This design comes from an exercise in tuning for small area, a short achievable clock period and few clock cycles on the open sky130 flow, not from production work. Function was checked by simulation only, so behaviour that the tests miss may differ from the original. Power is estimated from default activity; no workload was simulated.

==> flow/design.v <==
module ram_scan_resp #(
    parameter int WIN_BASE = 0,
    parameter int WIN_LEN  = 32
) (
    input  logic       clk,
    input  logic       rst,
    input  logic [7:0] ram_addr,
    input  logic [7:0] ram_wdat,
    output logic [7:0] ram_rdat,
    input  logic       ram_rd_,
    input  logic       ram_wr_,
    output logic       scan_valid,
    input  logic       scan_ready,
    output logic [7:0] scan_data,
    output logic [7:0] scan_idx,
    output logic       scan_last
);
    logic [7:0] mem [0:255];
    always_ff @(posedge clk) begin
        if (!ram_wr_) begin
            mem[ram_addr] <= ram_wdat;
        end
    end
    assign ram_rdat = ram_rd_ ? 8'h00 : mem[ram_addr];
    localparam int QUIET  = 3;
    localparam int WQUIET = 4;
    localparam int QCAP   = 15;
    localparam int IW     = (WIN_LEN <= 2)  ? 1 : (WIN_LEN <= 4)  ? 2 : (WIN_LEN <= 8)   ? 3 :
                            (WIN_LEN <= 16) ? 4 : (WIN_LEN <= 32) ? 5 : (WIN_LEN <= 64)  ? 6 :
                            (WIN_LEN <= 128) ? 7 : 8;    
    logic       dirty, win_hit, any_wr, start;
    logic [3:0] qcnt, wcnt;
    logic [IW-1:0] nidx;
    logic [9:0] rel_addr;
    assign rel_addr = {2'b00, ram_addr} - 10'(WIN_BASE);
    assign win_hit  = !ram_wr_ && (rel_addr < 10'(WIN_LEN));
    assign any_wr   = !ram_wr_;
    assign start = dirty && !scan_valid &&
                   ((!any_wr && qcnt >= 4'(QUIET - 1) && wcnt >= 4'(WQUIET - 1)) || wcnt >= 4'(QCAP));
    always_ff @(posedge clk or posedge rst) begin
        if (rst) begin
            dirty      <= 1'b0;
            qcnt       <= 4'd0;
            wcnt       <= 4'd0;
            nidx       <= '0;
            scan_valid <= 1'b0;
            scan_data  <= 8'd0;
            scan_idx   <= 8'd0;
            scan_last  <= 1'b0;
        end else begin
            if (any_wr) qcnt <= 4'd0;
            else if (qcnt != 4'hf) qcnt <= qcnt + 4'd1;
            if (win_hit) wcnt <= 4'd0;
            else if (wcnt != 4'hf) wcnt <= wcnt + 4'd1;
            if (win_hit) dirty <= 1'b1;
            else if (start) dirty <= 1'b0;
            if (start) begin
                scan_valid <= 1'b1;
                scan_data  <= mem[8'(WIN_BASE)];
                scan_idx   <= 8'd0;
                scan_last  <= (WIN_LEN == 1);
                nidx       <= IW'(1);
            end else if (scan_valid && scan_ready) begin
                if (scan_last) begin
                    scan_valid <= 1'b0;
                end else begin
                    scan_data  <= mem[8'(WIN_BASE) + 8'(nidx)];
                    scan_idx   <= 8'(nidx);
                    scan_last  <= (nidx == IW'(WIN_LEN - 1));
                    nidx       <= nidx + IW'(1);
                end
            end
        end
    end
endmodule
Settings: LEC_CHECK=0, CAP_MARGIN=20, CORE_MARGIN=2, CORE_UTILIZATION=70, CTS_BUF_LIST=sky130_fd_sc_hd__clkbuf_8, CTS_CLUSTER_DIAMETER=50, CTS_CLUSTER_SIZE=16, SETUP_SLACK_MARGIN=4, SLEW_MARGIN=20, TNS_END_PERCENT=5; clock period 7.5 ns.
run.sh (not shown) runs the stock make flow with config.mk's settings and CLKGATE_MAP_FILE= SYNTH_SCRIPT=/design/flow/synth_recipe.tcl, a recipe that flattens the netlist after the stock synthesis.
Testbench counts at the start, summed over its fixed seeds: cycles 20,130.
Next try:
==> flow/config.mk (replaced) <==
export PLATFORM = sky130hd
export DESIGN_NAME = ram_scan_resp
export DESIGN_NICKNAME = ram_scan_resp
export VERILOG_FILES = /design/flow/design.v
export SDC_FILE = /design/flow/constraint.sdc
export NUM_CORES = 4
export LEC_CHECK = 0
export CAP_MARGIN = 20
export CORE_MARGIN = 2
export CORE_UTILIZATION = 40
export SLEW_MARGIN = 20
Sequential cell count does not change. Cell area goes up by about 4.3%. Routed wire length goes up by about 3%. Total power goes up by about 20%. Via count goes down by about 2%. Count of clock-buffer cells in the layout goes up by 73. Synthesized cell count is unchanged. Clock power goes up by 72%.
Next try:
--- a/flow/config.mk
+++ b/flow/config.mk
@@ -8,4 +8,5 @@
 export CAP_MARGIN = 20
 export CORE_MARGIN = 2
-export CORE_UTILIZATION = 40
+export CORE_UTILIZATION = 65
+export SETUP_SLACK_MARGIN = 3
 export SLEW_MARGIN = 20
Wire length fell by about 0.8%.
Worst hold slack improves by 0.010 ns.
Total power fell by 2.1%.
Next try:
--- a/flow/config.mk
+++ b/flow/config.mk
@@ -8,5 +8,10 @@
 export CAP_MARGIN = 20
 export CORE_MARGIN = 2
-export CORE_UTILIZATION = 65
-export SETUP_SLACK_MARGIN = 3
+export CORE_UTILIZATION = 75
+export CTS_BUF_LIST = sky130_fd_sc_hd__clkbuf_8
+export CTS_CLUSTER_DIAMETER = 50
+export CTS_CLUSTER_SIZE = 16
+export PLACE_DENSITY = 0.8
+export SETUP_SLACK_MARGIN = 4
 export SLEW_MARGIN = 20
+export TNS_END_PERCENT = 5
What happened:
- The new run went through all stages and came out clean
- routed wire length went up by a few percent
- power went down by about a fifth
- clock skew went up by 0.0076 ns
- setup slack is better by 0.20 ns
- non-clock buffer count went up by 102
- combinational power went up by a little under a tenth
- sequential power hardly moves
- core utilization went up by 10 points

static timing again, ports no longer ideal:
Ports are ideal in the flow. The routed layouts listed here were re-timed in OpenROAD. Step 1 (the two cells are an assumption about what drives the block):
set clk [get_ports {clk}]
set_driving_cell -lib_cell sky130_fd_sc_hd__clkbuf_16 $clk
set_driving_cell -lib_cell sky130_fd_sc_hd__buf_2 [delete_from_list [all_inputs] $clk]
Step 2 moves the port delays by t, midway between the first and last clock arrival at a register: inputs arrive t later, outputs are due t later. That takes back most of the time a late clock gives input paths. Three values: ideal, step 1, step 2; two values: the first two.
run	t (ns)	setup WS [ns]	hold slack, ns	worst setup path after step 2	worst data-port slew with drivers (ns)
the first run	0.997	1.843 / 1.358 / 1.358	0.524 / 0.524 / 0.524	input to output	0.58
the second run	0.923	0.159 / 0.079 / 0.079	0.508 / 0.508 / 0.508	input to output	0.22
the third run	0.907	1.585 / 1.288 / 1.288	0.518 / 0.518 / 0.518	input to output	0.32
the fourth run	0.979	1.784 / 1.390 / 1.390	0.521 / 0.521 / 0.521	input to output	0.46
After both steps every run listed still meets setup and hold. For the first run, which loses most, drivers alone change the setup slack by -0.485 ns; drivers and shift together by -0.485 ns.
